This design comes from an exercise in tuning for small area, a short achievable clock period and few clock cycles on the open sky130 flow, not from production work.

==> run H <==
==> flow/design.v (excerpt) <==
module mips_chip (
	input  logic                clk,
	input  logic                rst_n,
	output logic                mem_read_D,
	output logic                mem_write_D,
	output logic [28-1:0] mem_addr_D,
	output logic [128-1:0]  mem_wdata_D,
	input  logic [128-1:0]  mem_rdata_D,
	input  logic                mem_ready_D,
	output logic                mem_read_I,
	output logic [28-1:0] mem_addr_I,
	input  logic [128-1:0]  mem_rdata_I,
	input  logic                mem_ready_I,
	output logic [30-1:0] DCACHE_addr_o,
	output logic [32-1:0]    DCACHE_wdata_o,
	output logic                DCACHE_wen_o
);
	logic [29:0]  pc_q;           
	logic         fd_v;
	logic [29:0]  fd_pc4;
	logic [31:0]  fd_ir;
	logic         de_v, de_wr, de_ld, de_st, de_beq;
	logic [4:0]   de_dst;
	logic [31:0]  de_a, de_b;
	logic [31:0]  de_bi;          
	logic         de_fbmi, de_fbwi;
	logic [15:0]  de_imm;
	logic [29:0]  de_pc4;
	logic         de_fam, de_faw, de_fbm, de_fbw;
	logic         de_sub;
	logic [3:0]   de_kind;        
	logic [1:0]   de_lop;         
	logic [1:0]   de_sop;         
	logic         em_v, em_wr, em_ld, em_st;
	logic [4:0]   em_dst;
	logic [31:0]  em_res, em_sd;
	logic         mw_v, mw_wr, mw_st, mw_pend, mw_new;
	logic [4:0]   mw_dst;
	logic [31:0]  mw_res, mw_sd;
	logic         freeze;         
	logic         dstall;         
	assign freeze = mw_pend || dstall;
	logic [25:0]  it_q [4];
	logic [3:0]   iv_q;
	logic [127:0] il_q [4];
	logic         ireq_q;
	logic [27:0]  iaddr_q;
	logic [1:0]   fidx;
	logic         dem_q, pc_jump, fd_jp;
	logic         ihit, ibyp, fok, irdy;
	logic [31:0]  finstr, cinstr, binstr;
	logic [29:0]  pc_inc, pc_pred;
	logic         fj;
	logic [27:0]  pline, nline;
	logic         inew, pf_want;
	logic [9:0]   nlo;
	logic [27:0]  inaddr;
	assign fidx   = pc_q[3:2];
	assign ihit   = iv_q[fidx] && (it_q[fidx] == pc_q[29:4]);
	assign irdy   = ireq_q && mem_ready_I;
	assign ibyp   = dem_q && mem_ready_I;
	always_comb begin
		cinstr = '0;
		for (int l = 0; l < 4; l++) begin
			for (int w = 0; w < 4; w++) begin
				cinstr = cinstr | (il_q[l][w*32 +: 32] & {32{fidx == l && pc_q[1:0] == w}});
			end
		end
	end
  ...
Settings: LEC_CHECK=0, ABC_CLOCK_PERIOD_IN_PS=3500, CAP_MARGIN=20, CORE_MARGIN=2, CORE_UTILIZATION=40, SETUP_SLACK_MARGIN=5, SLEW_MARGIN=20; clock period 10.0 ns.
run.sh (not shown) runs the stock make flow with config.mk's settings and CLKGATE_MAP_FILE= SYNTH_SCRIPT=/design/flow/synth_recipe.tcl, a recipe that flattens the netlist after the stock synthesis.
==> run R: changes against run H <==
--- a/flow/design.v
+++ b/flow/design.v
@@ -87,65 +87,70 @@
 	logic [29:0]  pc_q;           
 	logic         fd_v;
 	logic [29:0]  fd_pc4;
 	logic [31:0]  fd_ir;
 	logic         de_v, de_wr, de_ld, de_st, de_beq;
 	logic [4:0]   de_dst;
 	logic [31:0]  de_a, de_b;
 	logic [31:0]  de_bi;          
-	logic         de_fbmi, de_fbwi;
-	logic [15:0]  de_imm;
-	logic [29:0]  de_pc4;
-	logic         de_fam, de_faw, de_fbm, de_fbw;
-	logic         de_sub;
+	logic         de_fbmi, de_fbmin;
+	logic         de_fxa, de_fxb, de_fxbi;  
+	logic [4:0]   de_sh;
+	logic         de_fam, de_famn, de_fbm;
+	logic         de_sub, de_subn;
 	logic [3:0]   de_kind;        
 	logic [1:0]   de_lop;         
 	logic [1:0]   de_sop;         
 	logic         em_v, em_wr, em_ld, em_st;
 	logic [4:0]   em_dst;
 	logic [31:0]  em_res, em_sd;
-	logic         mw_v, mw_wr, mw_st, mw_pend, mw_new;
+	logic         mw_v, mw_wr, mw_pend, em_new;
 	logic [4:0]   mw_dst;
-	logic [31:0]  mw_res, mw_sd;
+	logic [31:0]  mw_res;
+	logic         drdy_r;         
+	logic [31:0]  ldw;            
 	logic         freeze;         
 	logic         dstall;         
 	assign freeze = mw_pend || dstall;
 	logic [25:0]  it_q [4];
 	logic [3:0]   iv_q;
 	logic [127:0] il_q [4];
+	logic [3:0]   ij_q [4];       
 	logic         ireq_q;
 	logic [27:0]  iaddr_q;
 	logic [1:0]   fidx;
 	logic         dem_q, pc_jump, fd_jp;
 	logic         ihit, ibyp, fok, irdy;
 	logic [31:0]  finstr, cinstr, binstr;
 	logic [29:0]  pc_inc, pc_pred;
-	logic         fj;
+	logic         fj, cj;
 	logic [27:0]  pline, nline;
 	logic         inew, pf_want;
 	logic [9:0]   nlo;
 	logic [27:0]  inaddr;
 	assign fidx   = pc_q[3:2];
 	assign ihit   = iv_q[fidx] && (it_q[fidx] == pc_q[29:4]);
 	assign irdy   = ireq_q && mem_ready_I;
 	assign ibyp   = dem_q && mem_ready_I;
 	always_comb begin
 		cinstr = '0;
+		cj     = 1'b0;
 		for (int l = 0; l < 4; l++) begin
 			for (int w = 0; w < 4; w++) begin
 				cinstr = cinstr | (il_q[l][w*32 +: 32] & {32{fidx == l && pc_q[1:0] == w}});
+				cj     = cj | (ij_q[l][w] && fidx == l && pc_q[1:0] == w);
 			end
 		end
 	end
 	assign binstr = mem_rdata_I[pc_q[1:0]*32 +: 32];
 	assign finstr = ibyp ? binstr : cinstr;
 	assign fok    = ihit | ibyp;
 	assign pc_inc = pc_q + 30'd1;
-	assign fj     = !dem_q && (cinstr[31:26] == 6'b000010);
+	assign fj     = !dem_q && cj;
 	assign pc_pred = fj ? {pc_inc[29:26], cinstr[25:0]} : pc_inc;
 	assign pline = pc_q[29:2];
 	assign nline = pline + 28'd1;
 	assign nlo   = pc_q[11:2] + 10'd1;
 	assign pf_want = !(iv_q[nlo[1:0]] && it_q[nlo[1:0]] == {pc_q[29:12], nlo[9:2]}) &&
 		!(irdy && iaddr_q[9:0] == nlo);
 	assign inew  = !fok || pf_want;
 	assign inaddr = fok ? nline : pline;
@@ -171,22 +176,23 @@
 					iv_q[inaddr[1:0]] <= 1'b0;
 				end
 			end
 		end
 	end
 	always_ff @(posedge clk) begin
 		if (!ireq_q || irdy) begin
 			iaddr_q <= inaddr;
-			if (inew) begin
-				it_q[inaddr[1:0]] <= inaddr[27:2];
-			end
 		end
 		if (ireq_q) begin
+			it_q[iaddr_q[1:0]] <= iaddr_q[27:2];
 			il_q[iaddr_q[1:0]] <= mem_rdata_I;
+			for (int w = 0; w < 4; w++) begin
+				ij_q[iaddr_q[1:0]][w] <= (mem_rdata_I[w*32+26 +: 6] == 6'b000010);
+			end
 		end
 	end
 	logic [5:0]  op, fn;
 	logic [4:0]  rs, rt, rd;
 	logic        r_ok, r_shift, i_alu, i_log, is_lw, is_sw, is_beq;
 	logic        d_wr, use_rs, use_rt, d_sub;
 	logic [4:0]  d_dst;
 	logic        load_use, ex_redir, id_jr;
@@ -218,17 +224,18 @@
 	assign id_jr    = fd_v && !fd_jp && (op == 6'b000010);
 	assign pc_jump  = !freeze && (ex_redir || id_jr);
 	assign load_use = de_v && de_ld && de_wr &&
 		((use_rs && rs == de_dst) || (use_rt && rt == de_dst));
 	logic [31:1][31:0] rf;
 	logic [31:1] rfv_q;
 	logic [31:1] rs_sel, rt_sel;
 	logic        wb_we;
-	logic [31:0] rf_a, rf_b, id_a, id_b;
+	logic [31:0] rf_a, rf_b, id_a, id_b, id_a2, id_b2, m_val;
+	logic        fw_a, fw_b;
 	assign wb_we = mw_v && mw_wr && !mw_pend;
 	always_ff @(posedge clk) begin
 		for (int i = 1; i < 32; i++) begin
 			if (wb_we && mw_dst == i) begin
 				rf[i] <= mw_res;
 			end
 		end
 	end
@@ -246,27 +253,33 @@
 			rs_sel[i] = (rs == i) && rfv_q[i];
 			rt_sel[i] = (rt == i) && rfv_q[i];
 			rf_a = rf_a | (rf[i] & {32{rs_sel[i]}});
 			rf_b = rf_b | (rf[i] & {32{rt_sel[i]}});
 		end
 	end
 	assign id_a = (wb_we && mw_dst == rs) ? mw_res : rf_a;
 	assign id_b = (wb_we && mw_dst == rt) ? mw_res : rf_b;
+	assign fw_a = em_v && em_wr && em_dst == rs;
+	assign fw_b = em_v && em_wr && em_dst == rt;
+	assign id_a2 = fw_a ? m_val : id_a;
+	assign id_b2 = fw_b ? m_val : id_b;
 	logic [29:0] ex_bt;
 	logic [31:0] subv;
+	logic        eq_ab, eq_mb, eq_am;
 	logic [31:0] kg [6];
 	logic [31:0] kp [6];
 	logic [31:0] ex_a, ex_b, alu_b, alu_bx, sum, lres, sres, sin, sout, ex_res;
 	logic        lt;
-	assign ex_a = de_fam ? em_res : (de_faw ? mw_res : de_a);
-	assign ex_b = de_fbm ? em_res : (de_fbw ? mw_res : de_b);
-	assign ex_bt  = de_pc4 + {{14{de_imm[15]}}, de_imm};
-	assign subv   = {32{de_sub}};
-	assign alu_bx = de_fbmi ? (em_res ^ subv) : (de_fbwi ? (mw_res ^ subv) : de_bi);
+	assign ex_a = {de_fam ? em_res[31:16] : de_a[31:16], de_famn ? de_a[15:0] : em_res[15:0]};
+	assign ex_b = de_fbm ? em_res : de_b;
+	assign ex_bt  = de_bi[29:0];
+	assign subv   = {{16{de_sub}}, {16{!de_subn}}};
+	assign alu_bx = {de_fbmi ? (em_res[31:16] ^ subv[31:16]) : de_bi[31:16],
+		de_fbmin ? de_bi[15:0] : (em_res[15:0] ^ subv[15:0])};
 	assign alu_b  = alu_bx;
 	always_comb begin
 		kg[0] = ex_a & alu_bx;
 		kp[0] = ex_a ^ alu_bx;
 		kg[0][0] = kg[0][0] | (kp[0][0] & de_sub);
 		for (int l = 0; l < 5; l++) begin
 			for (int i = 0; i < 32; i++) begin
 				if (i >= (1 << l)) begin
@@ -288,24 +301,28 @@
 			2'd2:    lres = ex_a ^ alu_b;
 			default: lres = ~(ex_a | alu_b);
 		endcase
 	end
 	always_comb begin
 		for (int i = 0; i < 32; i++) begin
 			sin[i] = (de_sop == 2'd0) ? alu_b[31-i] : alu_b[i];
 		end
-		sout = $unsigned($signed({(de_sop == 2'd3) && alu_b[31], sin}) >>> de_imm[10:6]);
+		sout = $unsigned($signed({(de_sop == 2'd3) && alu_b[31], sin}) >>> de_sh);
 		for (int i = 0; i < 32; i++) begin
 			sres[i] = (de_sop == 2'd0) ? sout[31-i] : sout[i];
 		end
 	end
 	assign ex_res = (sum & {32{de_kind[0]}}) | (lres & {32{de_kind[1]}}) |
 		{31'd0, lt && de_kind[2]} | (sres & {32{de_kind[3]}});
-	assign ex_redir = de_v && de_beq && (ex_a == ex_b);
+	assign eq_ab = (de_a == de_b);
+	assign eq_mb = (em_res == de_b);
+	assign eq_am = (de_a == em_res);
+	assign ex_redir = de_v && de_beq &&
+		(de_fam ? (de_fbm || eq_mb) : (de_fbm ? eq_am : eq_ab));
 	always_ff @(posedge clk or negedge rst_n) begin
 		if (!rst_n) begin
 			pc_q <= '0;
 			fd_v <= 1'b0;
 			de_v <= 1'b0;
 			em_v <= 1'b0;
 		end else if (!freeze) begin
 			em_v <= de_v;
@@ -342,51 +359,66 @@
 				fd_jp  <= fj;
 			end
 			begin
 				de_wr     <= d_wr;
 				de_ld     <= is_lw;
 				de_st     <= is_sw;
 				de_beq    <= is_beq;
 				de_dst    <= d_dst;
-				de_a      <= id_a;
-				de_b      <= id_b;
-				de_imm    <= fd_ir[15:0];
-				de_pc4    <= fd_pc4;
-				de_bi     <= (r_ok ? id_b : (i_log ? {16'd0, fd_ir[15:0]} : {{16{fd_ir[15]}}, fd_ir[15:0]})) ^
-					{32{d_sub}};
+				de_a      <= id_a2;
+				de_b      <= id_b2;
+				de_fxa    <= fw_a && em_ld;
+				de_fxb    <= fw_b && em_ld;
+				de_fxbi   <= fw_b && em_ld && r_ok;
+				de_sh     <= fd_ir[10:6];
+				de_bi     <= is_beq ? {2'b00, fd_pc4 + {{14{fd_ir[15]}}, fd_ir[15:0]}} :
+					((r_ok ? id_b2 : (i_log ? {16'd0, fd_ir[15:0]} : {{16{fd_ir[15]}}, fd_ir[15:0]})) ^
+					{32{d_sub}});
 				de_fbmi   <= r_ok && de_v && de_wr && de_dst == rt;
-				de_fbwi   <= r_ok && em_v && em_wr && em_dst == rt;
+				de_fbmin  <= !(r_ok && de_v && de_wr && de_dst == rt);
 				de_fam    <= de_v && de_wr && de_dst == rs;
+				de_famn   <= !(de_v && de_wr && de_dst == rs);
 				de_fbm    <= de_v && de_wr && de_dst == rt;
-				de_faw    <= em_v && em_wr && em_dst == rs;
-				de_fbw    <= em_v && em_wr && em_dst == rt;
 				de_sub    <= d_sub;
+				de_subn   <= !d_sub;
 				de_kind   <= r_ok ? (r_shift ? 4'b1000 : (fn == 6'h2A ? 4'b0100 :
 					(fn[5:2] == 4'b1001 ? 4'b0010 : 4'b0001))) :
 					(op == 6'h0A ? 4'b0100 : (i_log ? 4'b0010 : 4'b0001));
 				de_lop    <= r_ok ? fn[1:0] : op[1:0];
 				de_sop    <= fn[1:0];
 			end
 		end
+		if (drdy_r && mw_pend) begin
+			if (de_fxa) begin
+				de_a <= ldw;
+			end
+			if (de_fxb) begin
+				de_b <= ldw;
+			end
+			if (de_fxbi) begin
+				de_bi <= ldw ^ subv;
+			end
+		end
 	end
 	logic [27:0]  dt_q [2];
 	logic [1:0]   dv_q, dd_q;
 	logic [127:0] dl_q [2];
 	logic         lru_q;          
 	logic         vw_q;           
+	logic         vdirty, wl0_q, wl1_q, wh0_q, wh1_q, ad0_q, ad1_q, af_q;
 	logic         drd_q, dwr_q;
 	logic [27:0]  fs_la;
 	logic [1:0]   fs_w;
 	logic [31:0]  fs_sd;
 	logic         fs_st;
 	logic [27:0]  mla;
 	logic         dh0, dh1, dhit, macc, st_hit, hway, vsel, busy, start_m;
 	logic [31:0]  mword;
-	logic         drdy_r, drdy_w;
+	logic         drdy_w;
 	logic [127:0] fill;
 	assign busy  = drd_q || dwr_q;
 	assign mla   = em_res[31:4];
 	assign dh0   = dv_q[0] && (dt_q[0] == mla);
 	assign dh1   = dv_q[1] && (dt_q[1] == mla);
 	assign dhit  = dh0 || dh1;
 	assign hway  = dh1;
 	always_comb begin
@@ -396,46 +428,72 @@
 				| (dl_q[1][w*32 +: 32] & {32{dh1 && em_res[3:2] == w}});
 		end
 	end
 	assign macc    = em_v && (em_ld || em_st);
 	assign dstall  = !mw_pend && macc && !dhit && busy;
 	assign start_m = !mw_pend && macc && !dhit && !busy;
 	assign st_hit  = !mw_pend && em_v && em_st && dhit;
 	assign vsel  = !dv_q[0] ? 1'b0 : (!dv_q[1] ? 1'b1 : lru_q);
+	assign vdirty = dv_q[vsel] && dd_q[vsel];
 	assign drdy_r = drd_q && mem_ready_D;
+	assign ldw    = mem_rdata_D[fs_w*32 +: 32];
+	assign m_val  = em_ld ? mword : em_res;
 	assign drdy_w = dwr_q && mem_ready_D;
 	always_comb begin
 		fill = mem_rdata_D;
 		if (fs_st) begin
 			fill[fs_w*32 +: 32] = fs_sd;
 		end
 	end
 	assign mem_read_D  = drd_q;
 	assign mem_write_D = dwr_q;
-	assign mem_addr_D  = dwr_q ? dt_q[vw_q] : fs_la;
-	assign mem_wdata_D = dl_q[vw_q];
+	assign mem_addr_D  = ({28{ad0_q}} & dt_q[0]) | ({28{ad1_q}} & dt_q[1]) | ({28{af_q}} & fs_la);
+	assign mem_wdata_D = {({64{wh0_q}} & dl_q[0][127:64]) | ({64{wh1_q}} & dl_q[1][127:64]),
+		({64{wl0_q}} & dl_q[0][63:0]) | ({64{wl1_q}} & dl_q[1][63:0])};
+	always_ff @(posedge clk or negedge rst_n) begin
+		if (!rst_n) begin
+			wl0_q <= 1'b0;
+			wl1_q <= 1'b0;
+		end else if (start_m) begin
+			wl0_q <= !vsel;
+			wl1_q <= vsel;
+		end
+	end
+	always_ff @(posedge clk) begin
+		if (start_m) begin
+			wh0_q <= !vsel;
+			wh1_q <= vsel;
+			ad0_q <= vdirty && !vsel;
+			ad1_q <= vdirty && vsel;
+			af_q  <= !vdirty;
+		end else if (drdy_w) begin
+			ad0_q <= 1'b0;
+			ad1_q <= 1'b0;
+			af_q  <= 1'b1;
+		end
+	end
 	always_ff @(posedge clk or negedge rst_n) begin
 		if (!rst_n) begin
 			dv_q    <= '0;
 			lru_q   <= 1'b0;
 			drd_q   <= 1'b0;
 			dwr_q   <= 1'b0;
 			mw_pend <= 1'b0;
 			mw_v    <= 1'b0;
-			mw_new  <= 1'b0;
+			em_new  <= 1'b0;
 		end else begin
-			mw_new <= !freeze;
+			em_new <= !freeze;
 			if (!freeze) begin
 				mw_v    <= em_v;
 				mw_pend <= start_m && em_ld;
 			end
 			if (start_m) begin
 				dv_q[vsel] <= 1'b0;
-				if (dv_q[vsel] && dd_q[vsel]) begin
+				if (vdirty) begin
 					dwr_q <= 1'b1;
 				end else begin
 					drd_q <= 1'b1;
 				end
 			end
 			if (drdy_w) begin
 				dwr_q <= 1'b0;
 				drd_q <= 1'b1;
@@ -455,32 +513,30 @@
 			vw_q  <= vsel;
 			fs_la <= mla;
 			fs_w  <= em_res[3:2];
 			fs_sd <= em_sd;
 			fs_st <= em_st;
 		end
 		if (!freeze) begin
 			mw_wr  <= em_wr;
-			mw_st  <= em_st;
 			mw_dst <= em_dst;
-			mw_sd  <= em_sd;
 			mw_res <= (em_ld && dhit) ? mword : em_res;
 		end
 		if (st_hit) begin
 			dl_q[hway][em_res[3:2]*32 +: 32] <= em_sd;
 			dd_q[hway] <= 1'b1;
 		end
 		if (drd_q) begin
 			dl_q[vw_q] <= fill;
 			dt_q[vw_q] <= fs_la;
 		end
 		if (drdy_r) begin
 			dd_q[vw_q] <= fs_st;
 			if (mw_pend) begin
-				mw_res <= mem_rdata_D[fs_w*32 +: 32];
+				mw_res <= ldw;
 			end
 		end
 	end
-	assign DCACHE_wen_o   = mw_v && mw_st && mw_new;
-	assign DCACHE_addr_o  = mw_res[31:2];
-	assign DCACHE_wdata_o = mw_sd;
+	assign DCACHE_wen_o   = em_v && em_st && em_new;
+	assign DCACHE_addr_o  = em_res[31:2];
+	assign DCACHE_wdata_o = em_sd;
 endmodule
==> flow/flow/run.sh (new file) <==
#!/bin/bash
set -uo pipefail
export SETUP_SLACK_MARGIN=6.5
export BUFFER_PORTS_ARGS="-buffer_cell sky130_fd_sc_hd__buf_2"
bash standard.sh > standard.log 2>&1
==> flow/standard.sh (new file) <==
#!/bin/bash
# synth_recipe.tcl (not shown) runs the flow's synth.tcl, then flattens the netlist and writes it again
# the make line also repeats each setting of config.mk as NAME=value (left out here)
make -C /OpenROAD-flow-scripts/flow DESIGN_CONFIG=/design/flow/config.mk WORK_HOME=/design/flow/orfs CLKGATE_MAP_FILE= SYNTH_SCRIPT=/design/flow/synth_recipe.tcl "${@:-finish}"
Settings changed: CORE_UTILIZATION 40 to 55, SETUP_SLACK_MARGIN 5 to default.
removed: flow/run.sh
==> qor summary <==
Slew headroom: run R 14.1%; run H 5.17%
Met3 Use GR: run R 26.5%; run H 12.8%
Outcome: run R finished clean; run H finished clean
Vias in the first global route: run R 99600; run H 88300
Endpoint of the most critical setup path: run R mem_addr_D[0]; run H de_bi[4]$_DFFE_PP_
Met1 usage: run R 64.6%; run H 43.4%
Post-CTS setup buffers: run R 481; run H 15
Fraction of final layout cells sized beyond drive strength 1: run R 29.2%; run H 13.6%
Synthesized-area fraction occupied by xor and xnor cells: run R 3.16%; run H 2.62%
Inst Count DP: run R 12500; run H 12800
Required time at the worst-slack endpoint: run R 8000 ps; run H 10600 ps
Wire length on met2: run R 240000 um; run H 217000 um
First-pass GRT wire length: run R 810000 um; run H 713000 um
No run of this note included a check of the RTL's function; only the layout flow was run.

[static timing again, ports no longer ideal]
In the flow no input, the clock included, has a driving cell. The finished layouts below were timed again as built, in two steps. Step 1, drivers: a clkbuf_16 drives clk and a buf_2 each remaining input, both assumed. Step 2, shift: input delay + t, output delay - t, t = (earliest + latest rising clock arrival at the registers) / 2. This alone moves slack from input paths to output paths. Slacks: no drivers / after step 1 / after step 2; pairs: no drivers / after step 1.
run	t, ns	setup slack, ns	worst register clock-pin slew, ns
run H	0.992	5.036 / 5.036 / 5.036	0.07 / 0.07
run R	1.052	5.600 / 5.489 / 5.412	0.07 / 0.07
After both steps every run listed still meets setup and hold. The setup slack of run R, which loses most, moves by -0.111 ns with the drivers and by -0.188 ns with both steps.
